This is an optimization exercise on Yosys and OpenROAD, whose aim is a short achievable clock period and few clock cycles, not a production implementation.
In this exercise RTL edits were held to simulation tests only and were not proved equivalent to the original.
Power and IR drop assume default switching activity.

==> flow/design.v (excerpt) <==
module mini_alu_core #(
    parameter int DATA_W  = 16,
    parameter int ADDR_W  = 8,
    parameter int DEPTH   = 254,
    parameter int IP_W    = 16,
    parameter int LED_W   = 8,
    localparam int INSTR_W = 4 + 3 * ADDR_W
) (
    input  logic               Clock,
    input  logic               Reset,
    input  logic               iRun,
    output logic [IP_W-1:0]    oIP,
    input  logic [INSTR_W-1:0] iInstruction,
    output logic [LED_W-1:0]   oLed,
    output logic               oBusy
);
Size in the first run: ~11000 cells after synthesis, roughly 4300 flip-flops, roughly 56 I/O pins, ~210000 um2 of cells after synthesis.
Settings: LEC_CHECK=0, CAP_MARGIN=30, CORE_MARGIN=2, CORE_UTILIZATION=55, CTS_CLUSTER_DIAMETER=60, CTS_CLUSTER_SIZE=20, SLEW_MARGIN=40, TNS_END_PERCENT=100; clock period 10.0 ns.
standard.sh (not shown) runs the stock make flow with config.mk's settings and CLKGATE_MAP_FILE= SYNTH_SCRIPT=/design/flow/synth_recipe.tcl, a recipe that flattens the netlist after the stock synthesis.
==> flow/flow/run.sh <==
#!/bin/bash
set -euo pipefail
bash standard.sh SETUP_SLACK_MARGIN=6.5 finish > standard_flow.log 2>&1
Testbench counts at the start, summed over its fixed seeds: cycles 27,199.
==> next run, changes <==
--- a/flow/design.v
+++ b/flow/design.v
@@ -29,18 +29,19 @@
     endfunction
     function automatic logic readsS0(input logic [3:0] op);
         readsS0 = (op == OP_ADD) || (op == OP_SUB) || (op == OP_SMUL) || (op == OP_BLE);
     endfunction
     logic [IP_W-1:0]       pc_q;
     logic                  irV_q;
     logic [INSTR_W-1:0]    ir_q;
     logic [IP_W-1:0]       irPcp1_q;
     logic                  irPred_q;
+    logic [DATA_W-1:0]     irImm_q;
     logic                  kill_q;       
     logic                  eWen_q, eSub_q, eLed_q, eBle_q, eMul_q, ePred_q;
     logic                  eLedPL_q, eLedPH_q, eLedRL_q, eLedRH_q;
     logic [ADDR_W-1:0]     eDst_q;
     logic [IP_W-1:0]       eRedir_q;
     logic [DATA_W-1:0]     eOpA_q, eOpB_q;
     logic                  eFwdA_q, eFwdB_q;
     logic                  wWen_q, wMul_q;
     logic [ADDR_W-1:0]     wDst_q;
@@ -246,30 +247,26 @@
     wire [15:0] tb_q3_23 = rS0[1] ? (rS0[0] ? regs_q[251] : regs_q[250]) : (rS0[0] ? regs_q[249] : regs_q[248]);
     wire [15:0] tb_q3_2 = rS0[5] ? (rS0[4] ? tb_q3_23 : tb_q3_22) : (rS0[4] ? tb_q3_21 : tb_q3_20);
     wire [15:0] tb_q3_30 = rS0[1] ? (rS0[0] ? regs_q[207] : regs_q[206]) : (rS0[0] ? regs_q[205] : regs_q[204]);
     wire [15:0] tb_q3_31 = rS0[1] ? (rS0[0] ? regs_q[223] : regs_q[222]) : (rS0[0] ? regs_q[221] : regs_q[220]);
     wire [15:0] tb_q3_32 = rS0[1] ? (rS0[0] ? regs_q[239] : regs_q[238]) : (rS0[0] ? regs_q[237] : regs_q[236]);
     wire [15:0] tb_q3_33 = rS0[1] ? (rS0[0] ? 16'h0000 : 16'h0000) : (rS0[0] ? regs_q[253] : regs_q[252]);
     wire [15:0] tb_q3_3 = rS0[5] ? (rS0[4] ? tb_q3_33 : tb_q3_32) : (rS0[4] ? tb_q3_31 : tb_q3_30);
     wire [15:0] tb_q3_ = rS0[3] ? (rS0[2] ? tb_q3_3 : tb_q3_2) : (rS0[2] ? tb_q3_1 : tb_q3_0);
     assign treeB = rS0[7] ? (rS0[6] ? tb_q3_ : tb_q2_) : (rS0[6] ? tb_q1_ : tb_q0_);
-    assign fwdWA = wWen_q && (wDst_q == rS1);
-    assign fwdWB = wWen_q && (wDst_q == rS0);
-    assign useTreeA = !rSto && !fwdWA && (rS1 < ADDR_W'(DEPTH));
-    assign useTreeB = rRdB && !fwdWB && (rS0 < ADDR_W'(DEPTH));
-    assign altA = rSto ? ir_q[15:0] :
-                  fwdWA ? wRes_q :
-                  (rS1 == ADDR_RL) ? rl_q :
-                  (rS1 == ADDR_RH) ? rh_q : '0;
-    assign altB = !rRdB ? '0 :
-                  fwdWB ? wRes_q :
-                  (rS0 == ADDR_RL) ? rl_q :
-                  (rS0 == ADDR_RH) ? rh_q : '0;
+    assign fwdWA = rRdA && wWen_q && (wDst_q == rS1);
+    assign fwdWB = rRdB && wWen_q && (wDst_q == rS0);
+    assign useTreeA = !fwdWA;
+    assign useTreeB = !fwdWB;
+    assign altA = ({DATA_W{rSto}} & irImm_q) | ({DATA_W{fwdWA}} & wRes_q) |
+                  ({DATA_W{rRdA && (rS1 == ADDR_RL)}} & rl_q) | ({DATA_W{rRdA && (rS1 == ADDR_RH)}} & rh_q);
+    assign altB = ({DATA_W{fwdWB}} & wRes_q) |
+                  ({DATA_W{rRdB && (rS0 == ADDR_RL)}} & rl_q) | ({DATA_W{rRdB && (rS0 == ADDR_RH)}} & rh_q);
     assign rdA = ({DATA_W{useTreeA}} & treeA) | altA;
     assign rdB = ({DATA_W{useTreeB}} & treeB) | altB;
     logic [DATA_W-1:0]     ma, mb, eRes;
     logic                  eLe, eMiss;
     logic [MUL_BITS-1:0]   mul_d;
     assign ma    = eFwdA_q ? wRes_q : eOpA_q;
     assign mb    = eFwdB_q ? wRes_q : eOpB_q;
     assign eRes  = eSub_q ? (ma - mb) : (ma + mb);
     assign eLe   = $signed(ma) <= $signed(mb);
@@ -709,19 +706,22 @@
                              eLedRH_q ? rh_q[LED_W-1:0] : ma[LED_W-1:0];
                 end
             end
             if (wMul_q) {rh_q, rl_q} <= mul_prod;
         end
     end
     always_ff @(posedge Clock) begin
         if (iRun) begin
             if (!rStall) begin
-                ir_q     <= iInstruction;
+                ir_q     <= {iInstruction[27:16],
+                             readsS1(fOp) ? iInstruction[15:8] : 8'hFF,
+                             readsS0(fOp) ? iInstruction[7:0]  : 8'hFF};
+                irImm_q  <= iInstruction[15:0];
                 irPcp1_q <= pcp1;
                 irPred_q <= fPred;
             end
             eSub_q   <= rOp == OP_SUB;
             ePred_q  <= irPred_q;
             eDst_q   <= rDst;
             eRedir_q <= irPred_q ? irPcp1_q : IP_W'(rDst);
             eOpA_q   <= rdA;
             eOpB_q   <= rdB;
=> The new run completed without violations; die area goes up by about 0.5%; total power goes up by about 1.3%; global-route usage goes up by 0.88 points; worst setup slack loses 0.24 ns; sequential power hardly moves; worst hold slack is about the same; design area goes up by about 1.3%; via count goes up by about 1.1%; area after synthesis goes up by 0.52%.
Testbench counts after the change, summed over its fixed seeds: cycles 27,199.

========
mini_alu_core, a different RTL version from the one above (not shown whole).
For scale: roughly 11000 cells after synthesis, ~4300 flip-flops, about 56 I/O pins, about 0.21 mm² of cells after synthesis.
export LEC_CHECK = 0
export CAP_MARGIN = 30
export CORE_MARGIN = 2
export CORE_UTILIZATION = 55
export CTS_CLUSTER_DIAMETER = 60
export CTS_CLUSTER_SIZE = 20
export SLEW_MARGIN = 40
export TNS_END_PERCENT = 100
create_clock -name core_clock -period 10.0 [get_ports {Clock}]
Scripts as last shown in full above: flow/flow/run.sh
Testbench counts at the start, summed over its fixed seeds: cycles 27,199.
==> next run, changes <==
--- a/flow/design.v
+++ b/flow/design.v
@@ -42,19 +42,18 @@
     logic [IP_W-1:0]       eRedir_q;
     logic [DATA_W-1:0]     eOpA_q, eOpB_q;
     logic                  eFwdA_q, eFwdB_q;
     logic                  wWen_q, wMul_q;
     logic [ADDR_W-1:0]     wDst_q;
     logic [DATA_W-1:0]     wRes_q;
     logic [MUL_BITS-1:0]   mul_q;
     logic [DATA_W-1:0]     rl_q, rh_q;
     logic [LED_W-1:0]      led_q;
-    logic                  busy_q;       
     logic [DATA_W-1:0]     regs_q [DEPTH];
     logic [3:0]            fOp;
     logic [ADDR_W-1:0]     fDst;
     logic                  fPred;
     logic [IP_W-1:0]       pcp1;
     assign fOp  = iInstruction[27:24];
     assign fDst = iInstruction[23:16];
     assign pcp1 = pc_q + 1'b1;
     assign fPred = (fOp == OP_JMP) || (fOp == OP_BLE);
@@ -266,23 +265,19 @@
                   (rS0 == ADDR_RH) ? rh_q : '0;
     assign rdA = ({DATA_W{useTreeA}} & treeA) | altA;
     assign rdB = ({DATA_W{useTreeB}} & treeB) | altB;
     logic [DATA_W-1:0]     ma, mb, eRes;
     logic                  eLe, eMiss;
     logic [MUL_BITS-1:0]   mul_d;
     assign ma    = eFwdA_q ? wRes_q : eOpA_q;
     assign mb    = eFwdB_q ? wRes_q : eOpB_q;
     assign eRes  = eSub_q ? (ma - mb) : (ma + mb);
-    logic                  leRR, leWR, leRW;
-    assign leRR  = $signed(eOpA_q) <= $signed(eOpB_q);
-    assign leWR  = $signed(wRes_q) <= $signed(eOpB_q);
-    assign leRW  = $signed(eOpA_q) <= $signed(wRes_q);
-    assign eLe   = eFwdA_q ? (eFwdB_q || leWR) : (eFwdB_q ? leRW : leRR);
+    assign eLe   = $signed(ma) <= $signed(mb);
     assign eMiss = eBle_q && !kill_q && (eLe != ePred_q);
     logic [2*DATA_W-1:0]   mul_prod;
     wire bo0 = eOpB_q[0] ^ 1'b0;
     wire bt0 = (eOpB_q[1] & ~eOpB_q[0] & ~1'b0) | (~eOpB_q[1] & eOpB_q[0] & 1'b0);
     wire bn0 = eOpB_q[1];
     wire pp0_0 = ((bo0 & eOpA_q[0]) | (bt0 & 1'b0)) ^ bn0;
     wire pp0_1 = ((bo0 & eOpA_q[1]) | (bt0 & eOpA_q[0])) ^ bn0;
     wire pp0_2 = ((bo0 & eOpA_q[2]) | (bt0 & eOpA_q[1])) ^ bn0;
     wire pp0_3 = ((bo0 & eOpA_q[3]) | (bt0 & eOpA_q[2])) ^ bn0;
@@ -672,19 +667,18 @@
             pc_q    <= '0;
             irV_q   <= 1'b0;
             kill_q  <= 1'b0;
             eWen_q  <= 1'b0;
             eLed_q  <= 1'b0;
             eBle_q  <= 1'b0;
             eMul_q  <= 1'b0;
             wWen_q  <= 1'b0;
             wMul_q  <= 1'b0;
-            busy_q  <= 1'b0;
             led_q   <= '0;
             rl_q    <= '0;
             rh_q    <= '0;
         end else begin
             if (iRun) begin
                 if (eMiss) begin
                     pc_q  <= eRedir_q;
                     irV_q <= 1'b0;
                 end else if (!rStall) begin
@@ -697,19 +691,18 @@
                     eLed_q <= 1'b0;
                     eBle_q <= 1'b0;
                     eMul_q <= 1'b0;
                 end else begin
                     eWen_q <= rWen;
                     eLed_q <= rLed;
                     eBle_q <= irV_q && (rOp == OP_BLE);
                     eMul_q <= irV_q && (rOp == OP_SMUL);
                 end
-                busy_q <= !rStall && !eMiss && irV_q && (rOp == OP_SMUL);
                 wWen_q <= eWenV;
                 wMul_q <= eMulV;
                 if (eLed_q && !kill_q) begin
                     led_q <= eLedPL_q ? mul_prod[LED_W-1:0] :
                              eLedPH_q ? mul_prod[DATA_W +: LED_W] :
                              eLedRL_q ? rl_q[LED_W-1:0] :
                              eLedRH_q ? rh_q[LED_W-1:0] : ma[LED_W-1:0];
                 end
             end
@@ -739,11 +732,11 @@
             wRes_q   <= eRes;
             mul_q    <= mul_d;
         end
     end
     always_ff @(posedge Clock) begin
         if (wWen_q) regs_q[wDst_q] <= wRes_q;
     end
     assign oIP   = pc_q;
     assign oLed  = led_q;
-    assign oBusy = busy_q;
+    assign oBusy = wMul_q;
 endmodule
The changed run completed without violations.
Worst setup slack gets better by 0.0085 ns.
Final area fell by 1.9%.
Power went down by 7.9%.
Hold slack gets better by 0.0092 ns.
Combinational power decreases by 25%.
Global-route usage went up by 0.46 points.
Testbench counts after the change, summed over its fixed seeds: cycles 27,199.

## afterwards: timing with drivers on the ports
Ports are ideal in the flow. The routed layouts listed here were re-timed in OpenROAD. Step 1 (the two cells are an assumption about what drives the block):
set clk [get_ports {Clock}]
set_driving_cell -lib_cell sky130_fd_sc_hd__clkbuf_16 $clk
set_driving_cell -lib_cell sky130_fd_sc_hd__buf_2 [delete_from_list [all_inputs] $clk]
Step 2 times the ports against the registers' clock, not the clock port: input delays grow and output delays shrink by t, the midpoint of the rising clock arrivals with the driver on. Slacks: ideal ports / drivers / drivers and shift; pairs: ideal ports / drivers.
| run | shift t [ns] | setup WS [ns] | worst setup path at the end | clock arrival spread, ns | worst data-port slew with drivers (ns) |
|---|---|---|---|---|---|
| the first run of note 1 | 1.105 | 6.096 / 6.096 / 5.576 | input to register | 0.057 / 0.056 | 0.28 |
| the second run of note 1 | 1.127 | 5.857 / 5.857 / 5.375 | input to register | 0.080 / 0.080 | 0.07 |
| the first run of note 2 | 1.091 | 6.145 / 6.145 / 5.707 | input to register | 0.072 / 0.071 | 0.11 |
| the second run of note 2 | 1.121 | 6.153 / 6.153 / 5.594 | input to register | 0.057 / 0.057 | 0.09 |
After both steps setup and hold are still met in every run listed. For the second run of note 2, which loses most, drivers alone change the setup slack by 0.000 ns; drivers and shift together by -0.559 ns.
